Background: an optimization exercise with open tools, aiming at small area, a short achievable clock period and few clock cycles. Do not read the settings as production practice.
RTL that was checked went through simulation tests only; none was proved equivalent to the original.
Power figures rest on the tool's default switching activity, not on a simulated workload.

## run A
## lenet_top
module lenet_top
(
    input  wire                     clk,
    input  wire                     rst,
    input  wire lenet_pkg::mem_wr_t img_wr,
    input  wire lenet_pkg::kernel_t kernel,
    input  wire                     start,
    output logic                    busy,
    output logic                    finish,
    output lenet_pkg::pool_result_t result
);
For scale: ~4900 cells after synthesis, roughly 170 I/O pins, ~0.066 mm² of cells after synthesis.
clock: 10.0 ns
lec_check: 0
abc_clock_period_in_ps: 3300
cap_margin: 20
core_margin: 2
core_utilization: 40
slew_margin: 20
synth_hierarchical: 1
synth_minimum_keep_size: 0
standard.sh (not shown) runs the stock make flow with config.mk's settings and CLKGATE_MAP_FILE= SYNTH_SCRIPT=/design/flow/synth_recipe.tcl, a recipe that flattens the netlist after the stock synthesis.
==> flow/flow/run.sh <==
#!/bin/bash
set -euo pipefail
MARGIN=6.7
sed "s/\"\${@:-finish}\"/SETUP_SLACK_MARGIN=${MARGIN} BUFFER_PORTS_ARGS='-buffer_cell sky130_fd_sc_hd__buf_2' \"\${@:-finish}\"/" standard.sh > standard_margin.sh
grep -q "SETUP_SLACK_MARGIN=${MARGIN}" standard_margin.sh
bash standard_margin.sh synth > standard_synth.log 2>&1
openroad -no_init -exit flow/downsize.tcl > downsize.log 2>&1
bash standard_margin.sh > standard_margin.log 2>&1
==> flow/flow/downsize.tcl <==
# swap oversized combinational cells of the synthesized netlist for their
# smallest drive strength (same function); registers are not touched
set res orfs/results/$::env(FLOW_PLATFORM)/lenet_top/base
read_liberty $::env(FLOW_HOME)/platforms/$::env(FLOW_PLATFORM)/lib/sky130_fd_sc_hd__tt_025C_1v80.lib
read_db $res/1_synth.odb
set swaps {sky130_fd_sc_hd__a22oi_2 sky130_fd_sc_hd__a22oi_1}
set n 0
foreach inst [get_cells *] {
  set master [get_property [get_lib_cells -of_objects $inst] name]
  if {[dict exists $swaps $master]} {
    replace_cell $inst [dict get $swaps $master]
    incr n
  }
}
puts "downsized $n cells"
write_db $res/1_synth.odb
Testbench counts of run A, summed over its fixed seeds: cycles 9,456.
> inputs changed (run A -> run B)
Settings: putting CTS_CLUSTER_SIZE at 30 where nothing was set; putting CTS_CLUSTER_DIAMETER at 80 where nothing was set; clearing ABC_CLOCK_PERIOD_IN_PS, which used to be 3300.
-- flow/flow/run.sh --
<<< run A, line 2
set -euo pipefail
MARGIN=6.7
sed "s/\"\${@:-finish}\"/SETUP_SLACK_MARGIN=${MARGIN} BUFFER_PORTS_ARGS='-buffer_cell sky130_fd_sc_hd__buf_2' \"\${@:-finish}\"/" standard.sh > standard_margin.sh
>>> run B, line 2
set -euo pipefail
MARGIN=6.76
sed "s/\"\${@:-finish}\"/SETUP_SLACK_MARGIN=${MARGIN} BUFFER_PORTS_ARGS='-buffer_cell sky130_fd_sc_hd__buf_2' \"\${@:-finish}\"/" standard.sh > standard_margin.sh
==> flow/flow/downsize.tcl <==
# Resize cells of the synthesized netlist before the layout (same functions,
# other drive strengths); the timing repair steps resize further as needed.
#  - the Booth-select gates that synthesis sized _2 get their _1 size
#  - the kernel-encoding and window registers, which each drive about 16
#    Booth-select gates, get the strongest flip-flop of their type
set res orfs/results/$::env(FLOW_PLATFORM)/lenet_top/base
read_liberty $::env(FLOW_HOME)/platforms/$::env(FLOW_PLATFORM)/lib/sky130_fd_sc_hd__tt_025C_1v80.lib
read_db $res/1_synth.odb
set n 0
set m 0
foreach inst [get_cells *] {
  set master [get_property [get_lib_cells -of_objects $inst] name]
  if {$master eq "sky130_fd_sc_hd__a22oi_2"} {
    replace_cell $inst sky130_fd_sc_hd__a22oi_1
    incr n
  } elseif {$master eq "sky130_fd_sc_hd__dfxtp_1" &&
            [regexp {^(one_q|two_q|neg_q|win)\[} [get_full_name $inst]]} {
    replace_cell $inst sky130_fd_sc_hd__dfxtp_4
    incr m
  }
}
puts "downsized $n Booth-select gates, upsized $m registers"
write_db $res/1_synth.odb
==> summary.txt <==
- [run B vs run A] design area: lower in run B
- Vias: run B fewer than run A
- Run B vs run A: final routed wirelength across all metal layers down in run B
- Relative to run A, required time of the critical path increased by 2.61 ns in run B.
- Sort run A and run B by final critical-path setup slack desc -> top: run B
- Actual transition at the worst max-transition pin, run A and run B: higher on run A
- The end point of the critical path comes out result[18] in one run and rb1_q[58]$_DFF_P_ in the other, namely in run A and run B respectively.
- Run B vs run A on sequential share of power: run B is the higher one.
## Diff of input files: run C against run B
Settings: changing CORE_UTILIZATION from 40 to 55; setting PLACE_DENSITY to 0.68 for the first time.
-- flow/flow/run.sh --
<<< run B, line 2
set -euo pipefail
MARGIN=6.76
sed "s/\"\${@:-finish}\"/SETUP_SLACK_MARGIN=${MARGIN} BUFFER_PORTS_ARGS='-buffer_cell sky130_fd_sc_hd__buf_2' \"\${@:-finish}\"/" standard.sh > standard_margin.sh
>>> run C, line 2
set -euo pipefail
MARGIN=6.7
sed "s/\"\${@:-finish}\"/SETUP_SLACK_MARGIN=${MARGIN} BUFFER_PORTS_ARGS='-buffer_cell sky130_fd_sc_hd__buf_2' \"\${@:-finish}\"/" standard.sh > standard_margin.sh
When run C is set beside run B, its placed wire-length estimate turns out to be 3.7% smaller. The final-layout worst hold slack of run C is higher than that of run B. Run C against run B: design area lost about 3.3%, final period demand of the worst path picked up an extra 0.027 ns, maximum level of the CTS H-tree lost 1, tapcell count lost about 26%.
For run D, these inputs were changed with respect to run C:
Settings: a change of CORE_UTILIZATION from 55 to 40; a deleted PLACE_DENSITY that had been 0.68.
--- outcome ---
Compared with run C, in run D clock power now sits higher; global-route track usage on met2 has decreased; area growth from synthesis to layout has increased; sequential share of layout area has decreased. Delta (run D minus run C): final cycle utilization of the critical path shows a reduction of 0.54 points, power share of the combinational group shows a reduction of 0.6 points. Delta(count of clock-buffer cells in the layout, run D - run C) > 0.
Setup changes, run D to run E
Settings: a deleted CTS_CLUSTER_DIAMETER that had been 80; a deleted CTS_CLUSTER_SIZE that had been 30.
-- flow/flow/run.sh --
<<< run D, line 2
set -euo pipefail
MARGIN=6.7
sed "s/\"\${@:-finish}\"/SETUP_SLACK_MARGIN=${MARGIN} BUFFER_PORTS_ARGS='-buffer_cell sky130_fd_sc_hd__buf_2' \"\${@:-finish}\"/" standard.sh > standard_margin.sh
>>> run E, line 2
set -euo pipefail
MARGIN=6.9
sed "s/\"\${@:-finish}\"/SETUP_SLACK_MARGIN=${MARGIN} BUFFER_PORTS_ARGS='-buffer_cell sky130_fd_sc_hd__buf_2' \"\${@:-finish}\"/" standard.sh > standard_margin.sh
==> flow/flow/downsize.tcl <==
# swap oversized combinational cells of the synthesized netlist for their
# smallest drive strength (same function); registers are not touched
set res orfs/results/$::env(FLOW_PLATFORM)/lenet_top/base
read_liberty $::env(FLOW_HOME)/platforms/$::env(FLOW_PLATFORM)/lib/sky130_fd_sc_hd__tt_025C_1v80.lib
read_db $res/1_synth.odb
set swaps {sky130_fd_sc_hd__a22oi_2 sky130_fd_sc_hd__a22oi_1}
set n 0
foreach inst [get_cells *] {
  set master [get_property [get_lib_cells -of_objects $inst] name]
  if {[dict exists $swaps $master]} {
    replace_cell $inst [dict get $swaps $master]
    incr n
  }
}
puts "downsized $n cells"
write_db $res/1_synth.odb
==> comparison <==
- Height of the die went down slightly going from run D to run E.
- Run E: transition time at the pin with the least slew margin 0.031 ns above run D
- Taking run E as 1.0, run D lands at 0.914 on total power.
- Delta (run E minus run D): full die area down 1.1%; detailed-routing wirelength on met1 up 1500 µm.
- Run D and run E ended up with nearly the same final antenna-violating net count.

* * *

north:
Another version of the RTL of lenet_top (not shown whole).
make LEC_CHECK=0 CAP_MARGIN=20 CORE_MARGIN=2 CORE_UTILIZATION=40 SLEW_MARGIN=20 SYNTH_HIERARCHICAL=1 SYNTH_MINIMUM_KEEP_SIZE=0 finish   # period 10.0 ns
run.sh (not shown) runs the stock make flow with config.mk's settings and CLKGATE_MAP_FILE= SYNTH_SCRIPT=/design/flow/synth_recipe.tcl, a recipe that flattens the netlist after the stock synthesis.
Stock flow here: none of the scripts above is used.
--- input diff north..south ---
Settings: SETUP_SLACK_MARGIN now 5, previously not set.
==> summary.txt <==
- south and north all finish clean.
- Compared with north, in south buffer depth of the longest clock path held, floorplan core area comparable.
- north -> south: clock-buffer cell count delta 0, exact match
- Summary of south over north: upper clock frequency limit now sits at about the same level, reported max-cap violation count held.
Modified inputs, east compared to south
Settings: SETUP_SLACK_MARGIN removed (was 5).
==> flow/flow/run.sh (new file) <==
#!/bin/bash
set -euo pipefail
MARGIN=6.5
sed "s/\"\${@:-finish}\"/SETUP_SLACK_MARGIN=${MARGIN} \"\${@:-finish}\"/" standard.sh > standard_margin.sh
grep -q "SETUP_SLACK_MARGIN=${MARGIN}" standard_margin.sh
bash standard_margin.sh > standard_margin.log 2>&1
==> flow/standard.sh (new file) <==
#!/bin/bash
# synth_recipe.tcl (not shown) runs the flow's synth.tcl, then flattens the netlist and writes it again
# the make line also repeats each setting of config.mk as NAME=value (left out here)
make -C /OpenROAD-flow-scripts/flow DESIGN_CONFIG=/design/flow/config.mk WORK_HOME=/design/flow/orfs CLKGATE_MAP_FILE= SYNTH_SCRIPT=/design/flow/synth_recipe.tcl "${@:-finish}"
removed: flow/run.sh
[summary]
- Of south and east, the higher proportion of cell area spent on the clock network belongs to south.
- Of east and south, it is east that has the higher count of plain and timing-repair buffers.
- Between south and east, clock-buffer cell count increased.
- Measured against south, the cell area power density of east comes out at 1.12 times the reference value.
- east: met1 usage 2.5 points above south
- Per the comparison of east with south, multi-input gate area in the final layout up about 5%, clock power share decreased 3.6 points.
Setup changes, east to west
--- a/flow/flow/run.sh
+++ b/flow/flow/run.sh
@@ -2,3 +2,3 @@
 set -euo pipefail
-MARGIN=6.5
+MARGIN=6.0
 sed "s/\"\${@:-finish}\"/SETUP_SLACK_MARGIN=${MARGIN} \"\${@:-finish}\"/" standard.sh > standard_margin.sh
Results
Minimum setup slack after placement: west vs east down 0.13 ns
Critical path depth in west is 3 higher than in east
Delta (west minus east): routed wire length saw a decrease; utilization saw a decrease; sum of internal, switching and leakage power saw a decrease; share of the cycle needed by the critical path after routing saw an increase.
Compare west and east | cell area after layout higher: east
Delta(final worst clock skew, west - east) > 0
Comparing first-iteration DRC count for west and east, the smaller number came from west.
Of west and east, the lower achievable frequency belongs to west.
Met3 layer usage reported by global route in west vs east: up 0.54 points
No functional check of the RTL was part of any run of this note.

port drivers added, routing unchanged:
Ports are ideal in the flow. The routed layouts listed here were re-timed in OpenROAD. Step 1, drivers: a clkbuf_16 drives clk and a buf_2 each remaining input, both assumed. Step 2, shift: input delay + t, output delay - t, t = (earliest + latest rising clock arrival at the registers) / 2. This alone moves slack from input paths to output paths. a / b / c = ideal / step 1 / step 2; a / b = the first two.
| run | t, ns | slack for setup (ns) | clock arrival spread, ns | worst data-port slew with drivers (ns) | pins driven straight from the clock port |
|---|---|---|---|---|---|
| run A | 0.839 | 6.685 / 6.596 / 6.254 | 0.064 / 0.064 | 0.12 | 1 |
| run B | 0.809 | 6.690 / 6.635 / 6.337 | 0.066 / 0.066 | 0.10 | 1 |
| run C | 0.787 | 6.662 / 6.650 / 6.343 | 0.045 / 0.046 | 0.05 | 1 |
| run D | 0.807 | 6.716 / 6.632 / 6.340 | 0.060 / 0.061 | 0.10 | 1 |
| run E | 0.870 | 6.675 / 6.588 / 6.150 | 0.040 / 0.040 | 0.11 | 1 |
| north | 0.824 | 5.384 / 5.384 / 5.384 | 0.081 / 0.081 | 0.08 | 1 |
| south | 0.824 | 5.384 / 5.384 / 5.384 | 0.081 / 0.081 | 0.08 | 1 |
| east | 0.856 | 6.108 / 6.108 / 6.108 | 0.069 / 0.070 | 0.09 | 1 |
| west | 0.843 | 6.017 / 6.017 / 6.017 | 0.075 / 0.075 | 0.07 | 1 |
After both steps setup and hold are still met in every run listed. For run E, which loses most, drivers alone change the setup slack by -0.087 ns; drivers and shift together by -0.525 ns.
